What follows belongs to an exercise in optimizing a design on an open flow for small area and few clock cycles per item; a production flow would make more cautious choices.
In this exercise RTL edits were held to simulation tests only and were not proved equivalent to the original.
The flow treats the clock pin as an ideal source, which a real chip does not have.

==> flow/design.v <==
`default_nettype none
package dot_pkg;
   localparam int sample_w = 12;
   localparam int prod_w = 25;
   localparam int sum_w = 32;
   localparam int out_w = 24;
   localparam int dot_len = 5;
   localparam int mult_lat = 3;
endpackage
`default_nettype wire
`default_nettype none
module cpx_multiply (
   input  logic [11:0] x,
   input  logic [11:0] y,
   input  logic        act,
   input  logic        sub,
   input  logic [26:0] base,
   output logic [1:0]  co,
   output logic [26:0] sum
);
   logic [12:0] yb;                    
   logic [13:0] xe;                  
   logic [5:0] s1, s2, ng;
   assign yb = {yg, 1'b0};
   logic [11:0] yg;                  
   assign yg = y & {12{act}};
   assign xe = {x[11], x, 1'b0};
   logic [12:0] pp0;
   logic [12:0] pp1;
   logic [12:0] pp2;
   logic [12:0] pp3;
   logic [12:0] pp4;
   logic [12:0] pp5;
   for (genvar j = 0; j < 6; j++) begin : g_enc
      assign s1[j] = yb[2*j+1] ^ yb[2*j];
      assign s2[j] = ((yb[2*j+2] & ~yb[2*j+1] & ~yb[2*j]) |
                            (~yb[2*j+2] & yb[2*j+1] & yb[2*j]));
      assign ng[j] = yb[2*j+2] ^ sub;
   end
   for (genvar i = 0; i < 12; i++) begin : g_pp0
      assign pp0[i] = ((s1[0] & xe[i+1]) | (s2[0] & xe[i])) ^ ng[0];
   end
   assign pp0[12] = act & ~(((s1[0] & xe[13]) | (s2[0] & xe[12])) ^ ng[0]);
   for (genvar i = 0; i < 12; i++) begin : g_pp1
      assign pp1[i] = ((s1[1] & xe[i+1]) | (s2[1] & xe[i])) ^ ng[1];
   end
   assign pp1[12] = act & ~(((s1[1] & xe[13]) | (s2[1] & xe[12])) ^ ng[1]);
   for (genvar i = 0; i < 12; i++) begin : g_pp2
      assign pp2[i] = ((s1[2] & xe[i+1]) | (s2[2] & xe[i])) ^ ng[2];
   end
   assign pp2[12] = act & ~(((s1[2] & xe[13]) | (s2[2] & xe[12])) ^ ng[2]);
   for (genvar i = 0; i < 12; i++) begin : g_pp3
      assign pp3[i] = ((s1[3] & xe[i+1]) | (s2[3] & xe[i])) ^ ng[3];
   end
   assign pp3[12] = act & ~(((s1[3] & xe[13]) | (s2[3] & xe[12])) ^ ng[3]);
   for (genvar i = 0; i < 12; i++) begin : g_pp4
      assign pp4[i] = ((s1[4] & xe[i+1]) | (s2[4] & xe[i])) ^ ng[4];
   end
   assign pp4[12] = act & ~(((s1[4] & xe[13]) | (s2[4] & xe[12])) ^ ng[4]);
   for (genvar i = 0; i < 12; i++) begin : g_pp5
      assign pp5[i] = ((s1[5] & xe[i+1]) | (s2[5] & xe[i])) ^ ng[5];
   end
   assign pp5[12] = act & ~(((s1[5] & xe[13]) | (s2[5] & xe[12])) ^ ng[5]);
   logic t_c2;
   logic t_c4;
   logic t_c6;
   logic t_c8;
   logic t_c10;
   logic t_c12;
   logic t_c14;
   logic t_c16;
   logic t_c18;
   logic t_c20;
   logic t_c22;
   logic t_c24;
   logic t_c26;
   logic t_c28;
   logic t_c30;
   logic t_c32;
   logic t_c34;
   logic t_c36;
   logic t_c38;
   logic t_c40;
   logic t_c42;
   logic t_c44;
   logic t_c46;
   logic t_c48;
   logic t_c50;
   logic t_c52;
   logic t_c54;
   logic t_c56;
   logic t_c58;
   logic t_c60;
   logic t_c62;
   logic t_c64;
   logic t_c66;
   logic t_c68;
   logic t_c70;
   logic t_c72;
   logic t_c74;
   logic t_c76;
   logic t_c78;
   logic t_c80;
   logic t_c82;
   logic t_c84;
   logic t_c86;
   logic t_c88;
   logic t_c90;
   logic t_c92;
   logic t_c94;
   logic t_c96;
   logic t_c98;
   logic t_c100;
   logic t_c102;
   logic t_c104;
   logic t_c106;
   logic t_c108;
   logic t_c110;
   logic t_c112;
   logic t_c114;
   logic t_c116;
   logic t_c118;
   logic t_c120;
   logic t_c122;
   logic t_c124;
   logic t_c126;
   logic t_c128;
   logic t_c130;
   logic t_c132;
   logic t_c134;
   logic t_c136;
   logic t_c138;
   logic t_c140;
   logic t_c142;
   logic t_c144;
   logic t_c146;
   logic t_c148;
   logic t_c150;
   logic t_c152;
   logic t_c154;
   logic t_c156;
   logic t_c157;
   logic t_c158;
   logic t_c159;
   logic t_c160;
   logic t_c161;
   logic t_c162;
   logic t_c163;
   logic t_c164;
   logic t_c165;
   logic t_c166;
   logic t_c167;
   logic t_c168;
   logic t_c169;
   logic t_c170;
   logic t_c171;
   logic t_c172;
   logic t_c173;
   logic t_c174;
   logic t_c175;
   logic t_c176;
   logic t_c177;
   logic t_c178;
   logic t_c179;
   logic t_c180;
   logic t_c181;
   logic t_c182;
   logic t_c183;
   logic t_s1;
   logic t_s3;
   logic t_s5;
   logic t_s7;
   logic t_s9;
   logic t_s11;
   logic t_s13;
   logic t_s15;
   logic t_s17;
   logic t_s19;
   logic t_s21;
   logic t_s23;
   logic t_s25;
   logic t_s27;
   logic t_s29;
   logic t_s31;
   logic t_s33;
   logic t_s35;
   logic t_s37;
   logic t_s39;
   logic t_s41;
   logic t_s43;
   logic t_s45;
   logic t_s47;
   logic t_s49;
   logic t_s51;
   logic t_s53;
   logic t_s55;
   logic t_s57;
   logic t_s59;
   logic t_s61;
   logic t_s63;
   logic t_s65;
   logic t_s67;
   logic t_s69;
   logic t_s71;
   logic t_s73;
   logic t_s75;
   logic t_s77;
   logic t_s79;
   logic t_s81;
   logic t_s83;
   logic t_s85;
   logic t_s87;
   logic t_s89;
   logic t_s91;
   logic t_s93;
   logic t_s95;
   logic t_s97;
   logic t_s99;
   logic t_s101;
   logic t_s103;
   logic t_s105;
   logic t_s107;
   logic t_s109;
   logic t_s111;
   logic t_s113;
   logic t_s115;
   logic t_s117;
   logic t_s119;
   logic t_s121;
   logic t_s123;
   logic t_s125;
   logic t_s127;
   logic t_s129;
   logic t_s131;
   logic t_s133;
   logic t_s135;
   logic t_s137;
   logic t_s139;
   logic t_s141;
   logic t_s143;
   logic t_s145;
   logic t_s147;
   logic t_s149;
   logic t_s151;
   logic t_s153;
   logic t_s155;
   assign t_s1 = base[8] ^ ng[4];
   assign t_c2 = base[8] & ng[4];
   assign t_s3 = base[9] ^ pp0[9];
   assign t_c4 = base[9] & pp0[9];
   assign t_s5 = base[10] ^ ng[5] ^ pp0[10];
   assign t_c6 = (base[10] & ng[5]) | (base[10] & pp0[10]) | (ng[5] & pp0[10]);
   assign t_s7 = pp1[8] ^ pp2[6];
   assign t_c8 = pp1[8] & pp2[6];
   assign t_s9 = base[11] ^ pp0[11] ^ pp1[9];
   assign t_c10 = (base[11] & pp0[11]) | (base[11] & pp1[9]) | (pp0[11] & pp1[9]);
   assign t_s11 = pp2[7] ^ pp3[5];
   assign t_c12 = pp2[7] & pp3[5];
   assign t_s13 = base[12] ^ pp0[12] ^ pp1[10];
   assign t_c14 = (base[12] & pp0[12]) | (base[12] & pp1[10]) | (pp0[12] & pp1[10]);
   assign t_s15 = pp2[8] ^ pp3[6];
   assign t_c16 = pp2[8] & pp3[6];
   assign t_s17 = base[13] ^ pp1[11] ^ pp2[9];
   assign t_c18 = (base[13] & pp1[11]) | (base[13] & pp2[9]) | (pp1[11] & pp2[9]);
   assign t_s19 = base[14] ^ pp1[12];
   assign t_c20 = base[14] & pp1[12];
   assign t_s21 = base[4] ^ ng[2];
   assign t_c22 = base[4] & ng[2];
   assign t_s23 = base[5] ^ pp0[5];
   assign t_c24 = base[5] & pp0[5];
   assign t_s25 = base[6] ^ ng[3] ^ pp0[6];
   assign t_c26 = (base[6] & ng[3]) | (base[6] & pp0[6]) | (ng[3] & pp0[6]);
   assign t_s27 = pp1[4] ^ pp2[2];
   assign t_c28 = pp1[4] & pp2[2];
   assign t_s29 = base[7] ^ pp0[7] ^ pp1[5];
   assign t_c30 = (base[7] & pp0[7]) | (base[7] & pp1[5]) | (pp0[7] & pp1[5]);
   assign t_s31 = pp2[3] ^ pp3[1];
   assign t_c32 = pp2[3] & pp3[1];
   assign t_s33 = t_s1 ^ pp0[8] ^ pp1[6];
   assign t_c34 = (t_s1 & pp0[8]) | (t_s1 & pp1[6]) | (pp0[8] & pp1[6]);
   assign t_s35 = pp2[4] ^ pp3[2] ^ pp4[0];
   assign t_c36 = (pp2[4] & pp3[2]) | (pp2[4] & pp4[0]) | (pp3[2] & pp4[0]);
   assign t_s37 = t_c2 ^ pp1[7] ^ pp2[5];
   assign t_c38 = (t_c2 & pp1[7]) | (t_c2 & pp2[5]) | (pp1[7] & pp2[5]);
   assign t_s39 = pp3[3] ^ pp4[1] ^ t_s3;
   assign t_c40 = (pp3[3] & pp4[1]) | (pp3[3] & t_s3) | (pp4[1] & t_s3);
   assign t_s41 = pp3[4] ^ pp4[2] ^ pp5[0];
   assign t_c42 = (pp3[4] & pp4[2]) | (pp3[4] & pp5[0]) | (pp4[2] & pp5[0]);
   assign t_s43 = t_c4 ^ t_s5 ^ t_s7;
   assign t_c44 = (t_c4 & t_s5) | (t_c4 & t_s7) | (t_s5 & t_s7);
   assign t_s45 = pp4[3] ^ pp5[1] ^ t_c6;
   assign t_c46 = (pp4[3] & pp5[1]) | (pp4[3] & t_c6) | (pp5[1] & t_c6);
   assign t_s47 = t_c8 ^ t_s9 ^ t_s11;
   assign t_c48 = (t_c8 & t_s9) | (t_c8 & t_s11) | (t_s9 & t_s11);
   assign t_s49 = pp4[4] ^ pp5[2] ^ t_c10;
   assign t_c50 = (pp4[4] & pp5[2]) | (pp4[4] & t_c10) | (pp5[2] & t_c10);
   assign t_s51 = t_c12 ^ t_s13 ^ t_s15;
   assign t_c52 = (t_c12 & t_s13) | (t_c12 & t_s15) | (t_s13 & t_s15);
   assign t_s53 = pp3[7] ^ pp4[5] ^ pp5[3];
   assign t_c54 = (pp3[7] & pp4[5]) | (pp3[7] & pp5[3]) | (pp4[5] & pp5[3]);
   assign t_s55 = t_c14 ^ t_c16 ^ t_s17;
   assign t_c56 = (t_c14 & t_c16) | (t_c14 & t_s17) | (t_c16 & t_s17);
   assign t_s57 = pp2[10] ^ pp3[8] ^ pp4[6];
   assign t_c58 = (pp2[10] & pp3[8]) | (pp2[10] & pp4[6]) | (pp3[8] & pp4[6]);
   assign t_s59 = pp5[4] ^ t_c18 ^ t_s19;
   assign t_c60 = (pp5[4] & t_c18) | (pp5[4] & t_s19) | (t_c18 & t_s19);
   assign t_s61 = base[15] ^ pp2[11] ^ pp3[9];
   assign t_c62 = (base[15] & pp2[11]) | (base[15] & pp3[9]) | (pp2[11] & pp3[9]);
   assign t_s63 = pp4[7] ^ pp5[5] ^ t_c20;
   assign t_c64 = (pp4[7] & pp5[5]) | (pp4[7] & t_c20) | (pp5[5] & t_c20);
   assign t_s65 = base[16] ^ pp2[12] ^ pp3[10];
   assign t_c66 = (base[16] & pp2[12]) | (base[16] & pp3[10]) | (pp2[12] & pp3[10]);
   assign t_s67 = pp4[8] ^ pp5[6];
   assign t_c68 = pp4[8] & pp5[6];
   assign t_s69 = base[17] ^ pp3[11] ^ pp4[9];
   assign t_c70 = (base[17] & pp3[11]) | (base[17] & pp4[9]) | (pp3[11] & pp4[9]);
   assign t_s71 = base[18] ^ pp3[12];
   assign t_c72 = base[18] & pp3[12];
   assign t_s73 = base[2] ^ ng[1];
   assign t_c74 = base[2] & ng[1];
   assign t_s75 = base[3] ^ pp0[3];
   assign t_c76 = base[3] & pp0[3];
   assign t_s77 = t_s21 ^ pp0[4] ^ pp1[2];
   assign t_c78 = (t_s21 & pp0[4]) | (t_s21 & pp1[2]) | (pp0[4] & pp1[2]);
   assign t_s79 = t_c22 ^ pp1[3] ^ pp2[1];
   assign t_c80 = (t_c22 & pp1[3]) | (t_c22 & pp2[1]) | (pp1[3] & pp2[1]);
   assign t_s81 = pp3[0] ^ t_c24 ^ t_s25;
   assign t_c82 = (pp3[0] & t_c24) | (pp3[0] & t_s25) | (t_c24 & t_s25);
   assign t_s83 = t_c26 ^ t_c28 ^ t_s29;
   assign t_c84 = (t_c26 & t_c28) | (t_c26 & t_s29) | (t_c28 & t_s29);
   assign t_s85 = t_c30 ^ t_c32 ^ t_s33;
   assign t_c86 = (t_c30 & t_c32) | (t_c30 & t_s33) | (t_c32 & t_s33);
   assign t_s87 = t_c34 ^ t_c36 ^ t_s37;
   assign t_c88 = (t_c34 & t_c36) | (t_c34 & t_s37) | (t_c36 & t_s37);
   assign t_s89 = t_c38 ^ t_s41 ^ t_c40;
   assign t_c90 = (t_c38 & t_s41) | (t_c38 & t_c40) | (t_s41 & t_c40);
   assign t_s91 = t_c42 ^ t_c44 ^ t_s45;
   assign t_c92 = (t_c42 & t_c44) | (t_c42 & t_s45) | (t_c44 & t_s45);
   assign t_s93 = t_c46 ^ t_c48 ^ t_s49;
   assign t_c94 = (t_c46 & t_c48) | (t_c46 & t_s49) | (t_c48 & t_s49);
   assign t_s95 = t_s53 ^ t_c50 ^ t_c52;
   assign t_c96 = (t_s53 & t_c50) | (t_s53 & t_c52) | (t_c50 & t_c52);
   assign t_s97 = t_c54 ^ t_s57 ^ t_c56;
   assign t_c98 = (t_c54 & t_s57) | (t_c54 & t_c56) | (t_s57 & t_c56);
   assign t_s99 = t_c58 ^ t_s61 ^ t_c60;
   assign t_c100 = (t_c58 & t_s61) | (t_c58 & t_c60) | (t_s61 & t_c60);
   assign t_s101 = t_c62 ^ t_s65 ^ t_s67;
   assign t_c102 = (t_c62 & t_s65) | (t_c62 & t_s67) | (t_s65 & t_s67);
   assign t_s103 = pp5[7] ^ t_c66 ^ t_c68;
   assign t_c104 = (pp5[7] & t_c66) | (pp5[7] & t_c68) | (t_c66 & t_c68);
   assign t_s105 = pp4[10] ^ pp5[8] ^ t_c70;
   assign t_c106 = (pp4[10] & pp5[8]) | (pp4[10] & t_c70) | (pp5[8] & t_c70);
   assign t_s107 = base[19] ^ pp4[11] ^ pp5[9];
   assign t_c108 = (base[19] & pp4[11]) | (base[19] & pp5[9]) | (pp4[11] & pp5[9]);
   assign t_s109 = base[20] ^ pp4[12];
   assign t_c110 = base[20] & pp4[12];
   assign t_s111 = base[0] ^ ng[0];
   assign t_c112 = base[0] & ng[0];
   assign t_s113 = base[1] ^ pp0[1];
   assign t_c114 = base[1] & pp0[1];
   assign t_s115 = t_s73 ^ pp0[2] ^ pp1[0];
   assign t_c116 = (t_s73 & pp0[2]) | (t_s73 & pp1[0]) | (pp0[2] & pp1[0]);
   assign t_s117 = t_c74 ^ pp1[1] ^ t_s75;
   assign t_c118 = (t_c74 & pp1[1]) | (t_c74 & t_s75) | (pp1[1] & t_s75);
   assign t_s119 = pp2[0] ^ t_c76 ^ t_s77;
   assign t_c120 = (pp2[0] & t_c76) | (pp2[0] & t_s77) | (t_c76 & t_s77);
   assign t_s121 = t_c78 ^ t_s79 ^ t_s23;
   assign t_c122 = (t_c78 & t_s79) | (t_c78 & t_s23) | (t_s79 & t_s23);
   assign t_s123 = t_c80 ^ t_s27 ^ t_s81;
   assign t_c124 = (t_c80 & t_s27) | (t_c80 & t_s81) | (t_s27 & t_s81);
   assign t_s125 = t_s31 ^ t_c82 ^ t_s83;
   assign t_c126 = (t_s31 & t_c82) | (t_s31 & t_s83) | (t_c82 & t_s83);
   assign t_s127 = t_s35 ^ t_c84 ^ t_s85;
   assign t_c128 = (t_s35 & t_c84) | (t_s35 & t_s85) | (t_c84 & t_s85);
   assign t_s129 = t_c86 ^ t_s87 ^ t_s39;
   assign t_c130 = (t_c86 & t_s87) | (t_c86 & t_s39) | (t_s87 & t_s39);
   assign t_s131 = t_c88 ^ t_s43 ^ t_s89;
   assign t_c132 = (t_c88 & t_s43) | (t_c88 & t_s89) | (t_s43 & t_s89);
   assign t_s133 = t_s47 ^ t_c90 ^ t_s91;
   assign t_c134 = (t_s47 & t_c90) | (t_s47 & t_s91) | (t_c90 & t_s91);
   assign t_s135 = t_s51 ^ t_c92 ^ t_s93;
   assign t_c136 = (t_s51 & t_c92) | (t_s51 & t_s93) | (t_c92 & t_s93);
   assign t_s137 = t_s55 ^ t_c94 ^ t_s95;
   assign t_c138 = (t_s55 & t_c94) | (t_s55 & t_s95) | (t_c94 & t_s95);
   assign t_s139 = t_s59 ^ t_c96 ^ t_s97;
   assign t_c140 = (t_s59 & t_c96) | (t_s59 & t_s97) | (t_c96 & t_s97);
   assign t_s141 = t_s63 ^ t_c98 ^ t_s99;
   assign t_c142 = (t_s63 & t_c98) | (t_s63 & t_s99) | (t_c98 & t_s99);
   assign t_s143 = t_c64 ^ t_s101 ^ t_c100;
   assign t_c144 = (t_c64 & t_s101) | (t_c64 & t_c100) | (t_s101 & t_c100);
   assign t_s145 = t_s69 ^ t_c102 ^ t_s103;
   assign t_c146 = (t_s69 & t_c102) | (t_s69 & t_s103) | (t_c102 & t_s103);
   assign t_s147 = t_s71 ^ t_c104 ^ t_s105;
   assign t_c148 = (t_s71 & t_c104) | (t_s71 & t_s105) | (t_c104 & t_s105);
   assign t_s149 = t_c72 ^ t_s107 ^ t_c106;
   assign t_c150 = (t_c72 & t_s107) | (t_c72 & t_c106) | (t_s107 & t_c106);
   assign t_s151 = pp5[10] ^ t_c108 ^ t_s109;
   assign t_c152 = (pp5[10] & t_c108) | (pp5[10] & t_s109) | (t_c108 & t_s109);
   assign t_s153 = base[21] ^ pp5[11] ^ t_c110;
   assign t_c154 = (base[21] & pp5[11]) | (base[21] & t_c110) | (pp5[11] & t_c110);
   assign t_s155 = base[22] ^ pp5[12];
   assign t_c156 = base[22] & pp5[12];
   assign sum[0] = t_s111 ^ pp0[0];
   assign t_c157 = t_s111 & pp0[0];
   assign sum[1] = t_s113 ^ t_c112 ^ t_c157;
   assign t_c158 = (t_s113 & t_c112) | (t_s113 & t_c157) | (t_c112 & t_c157);
   assign sum[2] = t_s115 ^ t_c114 ^ t_c158;
   assign t_c159 = (t_s115 & t_c114) | (t_s115 & t_c158) | (t_c114 & t_c158);
   assign sum[3] = t_s117 ^ t_c116 ^ t_c159;
   assign t_c160 = (t_s117 & t_c116) | (t_s117 & t_c159) | (t_c116 & t_c159);
   assign sum[4] = t_s119 ^ t_c118 ^ t_c160;
   assign t_c161 = (t_s119 & t_c118) | (t_s119 & t_c160) | (t_c118 & t_c160);
   assign sum[5] = t_s121 ^ t_c120 ^ t_c161;
   assign t_c162 = (t_s121 & t_c120) | (t_s121 & t_c161) | (t_c120 & t_c161);
   assign sum[6] = t_s123 ^ t_c122 ^ t_c162;
   assign t_c163 = (t_s123 & t_c122) | (t_s123 & t_c162) | (t_c122 & t_c162);
   assign sum[7] = t_s125 ^ t_c124 ^ t_c163;
   assign t_c164 = (t_s125 & t_c124) | (t_s125 & t_c163) | (t_c124 & t_c163);
   assign sum[8] = t_s127 ^ t_c126 ^ t_c164;
   assign t_c165 = (t_s127 & t_c126) | (t_s127 & t_c164) | (t_c126 & t_c164);
   assign sum[9] = t_s129 ^ t_c128 ^ t_c165;
   assign t_c166 = (t_s129 & t_c128) | (t_s129 & t_c165) | (t_c128 & t_c165);
   assign co[0] = t_c166;
   assign sum[10] = t_s131 ^ t_c130;
   assign t_c167 = t_s131 & t_c130;
   assign sum[11] = t_s133 ^ t_c132 ^ t_c167;
   assign t_c168 = (t_s133 & t_c132) | (t_s133 & t_c167) | (t_c132 & t_c167);
   assign sum[12] = t_s135 ^ t_c134 ^ t_c168;
   assign t_c169 = (t_s135 & t_c134) | (t_s135 & t_c168) | (t_c134 & t_c168);
   assign sum[13] = t_s137 ^ t_c136 ^ t_c169;
   assign t_c170 = (t_s137 & t_c136) | (t_s137 & t_c169) | (t_c136 & t_c169);
   assign sum[14] = t_s139 ^ t_c138 ^ t_c170;
   assign t_c171 = (t_s139 & t_c138) | (t_s139 & t_c170) | (t_c138 & t_c170);
   assign sum[15] = t_s141 ^ t_c140 ^ t_c171;
   assign t_c172 = (t_s141 & t_c140) | (t_s141 & t_c171) | (t_c140 & t_c171);
   assign sum[16] = t_s143 ^ t_c142 ^ t_c172;
   assign t_c173 = (t_s143 & t_c142) | (t_s143 & t_c172) | (t_c142 & t_c172);
   assign sum[17] = t_s145 ^ t_c144 ^ t_c173;
   assign t_c174 = (t_s145 & t_c144) | (t_s145 & t_c173) | (t_c144 & t_c173);
   assign sum[18] = t_s147 ^ t_c146 ^ t_c174;
   assign t_c175 = (t_s147 & t_c146) | (t_s147 & t_c174) | (t_c146 & t_c174);
   assign co[1] = t_c175;
   assign sum[19] = t_s149 ^ t_c148;
   assign t_c176 = t_s149 & t_c148;
   assign sum[20] = t_s151 ^ t_c150 ^ t_c176;
   assign t_c177 = (t_s151 & t_c150) | (t_s151 & t_c176) | (t_c150 & t_c176);
   assign sum[21] = t_s153 ^ t_c152 ^ t_c177;
   assign t_c178 = (t_s153 & t_c152) | (t_s153 & t_c177) | (t_c152 & t_c177);
   assign sum[22] = t_s155 ^ t_c154 ^ t_c178;
   assign t_c179 = (t_s155 & t_c154) | (t_s155 & t_c178) | (t_c154 & t_c178);
   assign sum[23] = base[23] ^ t_c156 ^ t_c179;
   assign t_c180 = (base[23] & t_c156) | (base[23] & t_c179) | (t_c156 & t_c179);
   assign sum[24] = base[24] ^ t_c180;
   assign t_c181 = base[24] & t_c180;
   assign sum[25] = base[25] ^ t_c181;
   assign t_c182 = base[25] & t_c181;
   assign sum[26] = base[26] ^ t_c182;
   assign t_c183 = base[26] & t_c182;
endmodule
`default_nettype wire
`default_nettype none
module cpx_settle (
   input  logic [26:0] b,
   input  logic [1:0]  c,
   output logic [26:0] r
);
   logic u10;
   logic u11;
   logic u12;
   logic u13;
   logic u14;
   logic u15;
   logic u16;
   logic u17;
   logic u18;
   logic u19;
   logic u20;
   logic u21;
   logic u22;
   logic u23;
   logic u24;
   logic u25;
   assign r[0] = b[0];
   assign r[1] = b[1];
   assign r[2] = b[2];
   assign r[3] = b[3];
   assign r[4] = b[4];
   assign r[5] = b[5];
   assign r[6] = b[6];
   assign r[7] = b[7];
   assign r[8] = b[8];
   assign r[9] = b[9];
   assign r[10] = b[10] ^ c[0];
   assign u10 = b[10] & c[0];
   assign r[11] = b[11] ^ u10;
   assign u11 = b[11] & u10;
   assign r[12] = b[12] ^ u11;
   assign u12 = b[12] & u11;
   assign r[13] = b[13] ^ u12;
   assign u13 = b[13] & u12;
   assign r[14] = b[14] ^ u13;
   assign u14 = b[14] & u13;
   assign r[15] = b[15] ^ u14;
   assign u15 = b[15] & u14;
   assign r[16] = b[16] ^ u15;
   assign u16 = b[16] & u15;
   assign r[17] = b[17] ^ u16;
   assign u17 = b[17] & u16;
   assign r[18] = b[18] ^ u17;
   assign u18 = b[18] & u17;
   assign r[19] = b[19] ^ u18 ^ c[1];
   assign u19 = (b[19] & u18) | (b[19] & c[1]) | (u18 & c[1]);
   assign r[20] = b[20] ^ u19;
   assign u20 = b[20] & u19;
   assign r[21] = b[21] ^ u20;
   assign u21 = b[21] & u20;
   assign r[22] = b[22] ^ u21;
   assign u22 = b[22] & u21;
   assign r[23] = b[23] ^ u22;
   assign u23 = b[23] & u22;
   assign r[24] = b[24] ^ u23;
   assign u24 = b[24] & u23;
   assign r[25] = b[25] ^ u24;
   assign u25 = b[25] & u24;
   assign r[26] = b[26] ^ u25;
endmodule
`default_nettype wire
`default_nettype none
module dot_prod_top #(
   parameter int sample_w = dot_pkg::sample_w,
   parameter int prod_w   = dot_pkg::prod_w,
   parameter int sum_w    = dot_pkg::sum_w,
   parameter int out_w    = dot_pkg::out_w,
   parameter int dot_len  = dot_pkg::dot_len
) (
   input  logic                       clk,
   input  logic                       rst_n_i,
   input  logic                       req_i,
   input  logic signed [sample_w-1:0] xi_i,
   input  logic signed [sample_w-1:0] xq_i,
   input  logic signed [sample_w-1:0] yi_i,
   input  logic signed [sample_w-1:0] yq_i,
   input  logic                       res_ack_i,
   output logic                       ack_o,
   output logic                       res_req_o,
   output logic signed [out_w-1:0]    res_i_o,
   output logic signed [out_w-1:0]    res_q_o
);
   localparam int acc_w = 2 * sample_w + 3;        
   localparam int shift = sum_w - out_w;           
   localparam int res_w = acc_w - shift;           
   localparam logic [acc_w-1:0] acc_init = 27'd78307328;
   logic req_s1, req_s2;
   logic ack_s1, ack_s2;
   logic [sample_w-1:0] r0, r1, r2, r3;
   logic       kph1;
   logic       a_is_i;    
   logic       pend;      
   logic [1:0] mcnt;      
   logic [2:0] bcnt;      
   logic       res_full;  
   logic       act;       
   logic       clr;       
   logic       sub;       
   logic       cap, last_step, blk_done;
   logic       ack_n, pend_n, res_full_n, res_req_n, acc_free_n;
   logic       act_n, clr_n, sub_n;
   logic [1:0] mcnt_n;
   logic       kph1_n;
   logic [2:0] bcnt_n;
   localparam int n_cut = 2;
   logic [acc_w-1:0] acc_a, acc_b, base, sum, res_b;
   logic [n_cut-1:0] cry_b, cout;
   always_ff @(posedge clk or negedge rst_n_i) begin
      if (!rst_n_i) begin
         req_s1 <= 1'b0;
         req_s2 <= 1'b0;
         ack_s1 <= 1'b0;
         ack_s2 <= 1'b0;
      end else begin
         req_s1 <= req_i;
         req_s2 <= req_s1;
         ack_s1 <= res_ack_i;
         ack_s2 <= ack_s1;
      end
   end
   assign last_step = act && (mcnt == 2'd3);
   assign blk_done  = last_step && (bcnt == 3'(dot_len - 1));
   assign cap       = req_s2 && !ack_o && (!pend || last_step) && !a_is_i;
   always_comb begin
      ack_n      = cap || (ack_o && req_s2);
      pend_n     = cap || (pend && !last_step);
      mcnt_n     = act ? mcnt + 2'd1 : mcnt;
      bcnt_n     = !last_step ? bcnt : blk_done ? 3'd0 : bcnt + 3'd1;
      res_full_n = blk_done || (res_full && !(res_req_o && ack_s2));
      res_req_n  = res_req_o ? !ack_s2 : ((res_full || blk_done) && !ack_s2);
      kph1_n     = cap ? 1'b0 : (kph1 ^ !a_is_i);
      acc_free_n = !res_full_n || (res_req_n && ack_s1);
      act_n      = pend_n && (mcnt_n != 2'd0 || bcnt_n != 3'd0 || acc_free_n);
      clr_n      = act_n && (bcnt_n == 3'd0) && (mcnt_n < 2'd2);
      sub_n      = act_n && kph1_n && !a_is_i;     
   end
   always_ff @(posedge clk or negedge rst_n_i) begin
      if (!rst_n_i) begin
         ack_o     <= 1'b0;
         pend      <= 1'b0;
         mcnt      <= 2'd0;
         bcnt      <= 3'd0;
         res_full  <= 1'b0;
         res_req_o <= 1'b0;
         a_is_i    <= 1'b0;
         kph1      <= 1'b0;
         act       <= 1'b0;
         clr       <= 1'b0;
         sub       <= 1'b0;
      end else begin
         ack_o     <= ack_n;
         pend      <= pend_n;
         mcnt      <= mcnt_n;
         bcnt      <= bcnt_n;
         res_full  <= res_full_n;
         res_req_o <= res_req_n;
         a_is_i    <= !a_is_i;
         kph1      <= kph1_n;
         act       <= act_n;
         clr       <= clr_n;
         sub       <= sub_n;
      end
   end
   always_ff @(posedge clk) begin
      if (cap) begin
         r0 <= xi_i;
         r1 <= yi_i;
         r2 <= xq_i;
         r3 <= yq_i;
      end else begin
         r0 <= r1;
         r1 <= r2;
         r2 <= r3;
         r3 <= r0;
      end
   end
   assign base = clr ? acc_init : acc_a;
   cpx_multiply u_mac (
      .x    (r0),
      .y    (r1),
      .act  (act),
      .sub  (sub),
      .base (base),
      .co   (cout),
      .sum  (sum)
   );
   cpx_settle u_set (
      .b (acc_b),
      .c (cry_b),
      .r (res_b)
   );
   always_ff @(posedge clk) begin
      acc_a <= res_b;
      acc_b <= sum;
      cry_b <= cout;
   end
   logic [acc_w-1:0] si, sq;
   assign si = a_is_i ? acc_a : res_b;
   assign sq = a_is_i ? res_b : acc_a;
   assign res_i_o = {{(out_w-res_w){si[acc_w-1]}}, si[acc_w-1:shift]};
   assign res_q_o = {{(out_w-res_w){sq[acc_w-1]}}, sq[acc_w-1:shift]};
endmodule
`default_nettype wire
==> flow/flow/run.sh <==
#!/bin/bash
# Layout flow: the standard flow (standard.sh) with three changes that
# only affect cell choice, not the design or its constraints:
#  - ABC maps the synthesized logic with an area-oriented script
#    (flow/abc_area_nf.script) instead of the speed script; synthesis is
#    otherwise synth_recipe.tcl unchanged (same passes, flatten, renames);
#  - the port buffers that ORFS inserts are sky130_fd_sc_hd__buf_1;
#  - clock_tree_synthesis gets the arguments in flow/cts_args (small clock
#    buffers, no dummy loads); after CTS, flow/fix_clock_leaves.tcl turns
#    leaf clock buffers whose flip-flops would see a high slew into
#    clkbuf_8 (log: fix_clock_leaves.log).
# make's output goes to standard.log here; each tool's full log is under
# orfs/logs.
set -euo pipefail
here=$(pwd)
{
  printf 'proc abc {args} {\n'
  printf '  set i [lsearch -exact $args -script]\n'
  printf '  if {$i >= 0} { lset args [expr {$i + 1}] %s/flow/abc_area_nf.script }\n' "$here"
  printf '  yosys abc {*}$args\n'
  printf '}\n'
  cat synth_recipe.tcl
} > my_synth.tcl
sed "s#SYNTH_SCRIPT=[^ ]*#SYNTH_SCRIPT=$here/my_synth.tcl#" standard.sh > my_standard.sh
grep -q "SYNTH_SCRIPT=$here/my_synth.tcl" my_standard.sh
# optional extra arguments for yosys synth (flow/synth_args), e.g. -noabc
# to leave the fine-grained logic to extract_fa and the final ABC run.
if [[ -s flow/synth_args ]]; then export SYNTH_ARGS="$(cat flow/synth_args)"; fi
export BUFFER_PORTS_ARGS="-buffer_cell sky130_fd_sc_hd__buf_1"
export CTS_ARGS="$(cat flow/cts_args)"
bash my_standard.sh cts > standard_cts.log 2>&1
RES_DIR=$here/orfs/results/sky130hd/dot_prod_top/base \
  openroad -no_init -exit flow/fix_clock_leaves.tcl > fix_clock_leaves.log 2>&1
bash my_standard.sh > standard.log 2>&1
==> flow/flow/abc_area_nf.script <==
strash
dch -f
amap
topo
stime -c
==> flow/flow/cts_args <==
-sink_clustering_enable -repair_clock_nets -dont_use_dummy_load -buf_list {sky130_fd_sc_hd__clkbuf_4} -sink_clustering_size 10 -sink_clustering_max_diameter 60 -sink_clustering_levels 1
==> flow/flow/fix_clock_leaves.tcl <==
set platform $::env(FLOW_HOME)/platforms/sky130hd
set res $::env(RES_DIR)
read_lef $platform/lef/sky130_fd_sc_hd.tlef
read_lef $platform/lef/sky130_fd_sc_hd_merged.lef
read_liberty $platform/lib/sky130_fd_sc_hd__tt_025C_1v80.lib
read_db $res/4_cts.odb
read_sdc $res/4_cts.sdc
source $platform/setRC.tcl
estimate_parasitics -placement
set n_up 0
foreach inst [get_cells -filter "ref_name==sky130_fd_sc_hd__clkbuf_4"] {
  set net [get_nets -of_objects [get_pins -of_objects $inst -filter "direction==output"]]
  set worst 0.0
  set n_flop 0
  foreach p [get_pins -of_objects $net -filter "direction==input"] {
    if {[string match "*/CLK" [get_full_name $p]]} { incr n_flop }
    set s [get_property $p slew_max]
    if {$s > $worst} { set worst $s }
  }
  # slew_max is in the library's time unit (ns)
  puts "clock buffer [get_full_name $inst]: $n_flop flops, worst slew $worst"
  if {$n_flop > 0 && $worst > 0.100} {
    replace_cell $inst sky130_fd_sc_hd__clkbuf_8
    incr n_up
    puts "  -> sky130_fd_sc_hd__clkbuf_8"
  }
}
puts "upsized $n_up clock buffers"
if {$n_up > 0} {
  detailed_placement
  check_placement -verbose
}
write_db $res/4_cts.odb
==> flow/flow/synth_args <==
-noabc
==> flow/standard.sh <==
#!/bin/bash
# synth_recipe.tcl (not shown) runs the flow's synth.tcl, then flattens the netlist and writes it again
# the make line also repeats each setting of config.mk as NAME=value (left out here)
make -C /OpenROAD-flow-scripts/flow DESIGN_CONFIG=/design/flow/config.mk WORK_HOME=/design/flow/orfs CLKGATE_MAP_FILE= SYNTH_SCRIPT=/design/flow/synth_recipe.tcl "${@:-finish}"
==> flow/config.mk <==
export PLATFORM = sky130hd
export DESIGN_NAME = dot_prod_top
export DESIGN_NICKNAME = dot_prod_top
export VERILOG_FILES = /design/flow/design.v
export SDC_FILE = /design/flow/constraint.sdc
export NUM_CORES = 4
export LEC_CHECK = 0
export CAP_MARGIN = 20
export CORE_MARGIN = 2
export CORE_UTILIZATION = 70
export PLACE_DENSITY = 0.85
export SLEW_MARGIN = 20
==> flow/constraint.sdc <==
create_clock -name core_clock -period 8.0 [get_ports {clk}]
set_input_delay 1.6000 -clock core_clock [delete_from_list [all_inputs] [get_ports {clk}]]
set_output_delay 1.6000 -clock core_clock [all_outputs]
set_load 0.01 [all_outputs]
==> flow_summary.toml <==
[layout]
fin_area_um2 = 8130
fin_util = 0.794
antennaDiodeCount = 0
fillCellCount = 693
regArea_um2 = 2530
syn2layout_area_growth_pct = 10.9
drive_gt1_frac = 0.0473
multiInputGateArea_um2 = 4590
nets = 1044

[worst_setup_path]
cp_cell_sequence = "clkinv_1 -> o32ai_1 -> clkinv_1 -> o22ai_1 -> nor2_1 -> a21oi_1 -> ha_1 -> fa_1 -> fa_1 -> fa_1 -> fa_1 -> fa_1 -> fa_1 -> fa_1 -> fa_1 -> fa_1 -> fa_1 -> fa_1"
cp-end-kind = "flip-flop"
timing.rr.end = "acc_b[18]$_DFF_P_"
setup.worst_path.class = "reg -> reg"
cp.buffers_inverters = 2
max_stage_delay_ns = 0.54
rr_startpoint = "act$_DFF_PN0_"
cp.required_ns = 8.43
crit_family = "adder cells"
start_kind = "flip-flop"
reg2reg_depth = 18
cp_common_cell = "fa_1"
r2r_slack_ns = 0.47
setup.worst_path.start = "act$_DFF_PN0_"
crit_fanout = 16
crit_arrival_ns = 7.96
crit_slowest_cell = "fa_1"

[global_routing]
grt_max_degree = 44
antenna_found_initial = 0
grt_pass1_vias = 6131
track_usage = 0.350
grt_pass1_wl_um = 30000
grt.overflow.total = 0

[route]
route.antenna.remaining_nets = 0
drt_pass1_iterations = 6
wirelength_um = 18700
vias_per_cell = 6.26
vias = 6275
drc = 0
wire_per_inst_um = 18.6
drt_iter0_markers = 560

[timing]
fmaxAchievable_mhz = 133
worst_pin_slew_ns = 0.793
fin_crit_ns = 7.53
tns_ns = 0
setup_viol = 0
period_share = 0.941
rsz0062_at_grt = "false"
setup_slack_ns = 0.472
skew_ns = 0.0283
maxSlewViolCount = 0
report.final.hold_viol_count = 0
slew_headroom = 0.468

[floorplanning]
io_pins = 102
num_rows = 37
start_util = 0.716
coreArea_um2 = 10200
die_area_um2 = 11300
die_w_um = 106
die_y_um = 106

[synthesis]
post_synth_and_or_nand_nor_area_fraction = 0.101
synth_compound_area_frac = 0.230
synthMuxAreaShare = 0
ys_ff_latch = 122
ys_seq_area_frac = 0.346
syn_area_per_cell_um2 = 9.95
synth-xor-area-share = 0
synthAdderAreaFrac = 0.294
synth_top_family_by_area = "adder cells"
netlist_area_um2 = 7330
syn_nets = 912
postSynthCellCount = 737
ys.warnings.count = 1
synth.distinct_cells = 25

[placed_design]
dp_hpwl_um = 13800
port_buffers = 101
dp_slack_ns = 0.361
place_congestion = 0.930
place_area_um2 = 7970

[cts]
path_clk_slew_ns = 0.09
cts_tree = "yes"
cts_hold_buf = 0
clock_latency_ns = 0.55
cts_made_buffers = 17
cts.sinks = 122

[status]
outcome = "finished clean"

[flow_run]
drv_cap = 0

[worst_hold_path]
hold_path_depth = 0
worstHoldStart = "acc_b[4]$_DFF_P_"
hold_path_class = "reg -> reg"
hold_path_end = "acc_a[4]$_DFF_P_"
==> cells in the final DEF, fill, tap and decap left out <==
master / n
ha_1: 41
dfrtp_1: 17
buf_4: 21
a31oi_1: 4
fa_1: 82
a311oi_1: 1
dfxtp_1: 104
buf_6: 1
o32ai_1: 2
nand2_1: 70
o22ai_1: 70
a21oi_1: 57
clkbuf_8: 3
nor3_1: 2
or3_1: 1
nand3_1: 1
and3_1: 1
nor2b_1: 13
o22a_1: 60
o41ai_1: 1
dfrtp_2: 1
nor3_2: 1
a211oi_1: 7
or2_0: 10
buf_1: 101
o21ai_0: 59
a21o_1: 1
nor2_1: 81
o21ai_1: 3
clkbuf_4: 14
clkinv_1: 36
a222oi_1: 1
==> state kept, by name (all words and copies together) (netlist names), 2 cells and up <==
signal	flops
acc_a	27
acc_b	27
bcnt	3
cry_b	2
mcnt	2
r0	12
r1	12
r2	12
r3	12
==> worst max path at each step <==
stage	end	slack (ns)	cells past startpoint
after floorplan	acc_b[18]$_DFF_P_	0.26	15
after global placement	acc_b[18]$_DFF_P_	0.54	18
after detailed placement	acc_b[18]$_DFF_P_	0.36	18
after CTS	acc_b[18]$_DFF_P_	0.34	18
after global routing	acc_b[18]$_DFF_P_	0.08	18
final	acc_b[18]$_DFF_P_	0.47	18
==> final cells by class <==
cell class / instances / share of cell area
Clock buffer: 17 / 0.0180
Inverter: 36 / 0.0166
Multi-Input combinational cell: 569 / 0.565
Sequential cell: 122 / 0.312
Tap cell: 136 / 0.0209
Timing Repair Buffer: 123 / 0.0674
==> kinds of logic after synthesis <==
| group | count (synthesis) |
|---|---|
| simple gates | 180 |
| buf+inv | 46 |
| fa+ha+maj | 123 |
| compound gates | 266 |
| flops | 122 |
==> metrics by stage <==
step,hold WS (ns),std cells
finish,0.331,1003
CTS,0.332,1002
floorplan,0.310,737
global placement,0.311,985
global route,0.349,1003
detailed placement,0.316,985
==> cells in the mapped netlist <==
master | count | area share
dfrtp_1 | 18 | 0.061
o21ai_0 | 62 | 0.042
ha_1 | 41 | 0.070
fa_1 | 82 | 0.22
nor2_1 | 81 | 0.041
clkinv_1 | 36 | 0.018
a21o_1 | 1 | 0.0010
dfxtp_1 | 104 | 0.28
nand3_1 | 1 | 0.00068
buf_4 | 10 | 0.010
or2_0 | 10 | 0.0085
o32ai_1 | 2 | 0.0024
o22ai_1 | 70 | 0.060
o22a_1 | 60 | 0.072
a21oi_1 | 57 | 0.039
nand2_1 | 70 | 0.036
or3_1 | 1 | 0.00085
nor2b_1 | 13 | 0.011
a311oi_1 | 1 | 0.0012
a211oi_1 | 7 | 0.0072
a222oi_1 | 1 | 0.0014
a31oi_1 | 4 | 0.0034
o41ai_1 | 1 | 0.0012
and3_1 | 1 | 0.00085
nor3_1 | 3 | 0.0020
==> repair_timing <==
item | CTS | global route
gates resized for setup | 0 | 1
setup buffers | 0 | 0
endpoints found under the setup margin | 0 | 2
==> routing by layer <==
layer,track usage,part of all wire
met3,0.0858,0.071
met4,0.138,0.028
met1,0.443,0.40
met5,0,0
met2,0.580,0.50
Testbench counts, summed over its fixed seeds: cycles 9,612, results 320.

==> what the ideal ports hide <==
The flow's constraints put no driver on any port. The routed layout listed below was extracted and timed again, unchanged, in two steps. Step 1: set_driving_cell puts a clkbuf_16 on clk and a buf_2 on each other input, an assumption about the parent block. Step 2 times the ports against the registers' clock, not the clock port: input delays grow and output delays shrink by t, the midpoint of the rising clock arrivals with the driver on. a / b / c = no drivers / after step 1 / after step 2; a / b = the first two.
t, ns: 0.571
slack for setup (ns): 0.472 / 0.472 / 0.472
hold slack, ns: 0.331 / 0.331 / 0.331
pins driven straight from the clock port: 1
After both steps this run still meets setup and hold. The setup slack of this run moves by 0.000 ns with the drivers and by 0.000 ns with both steps.
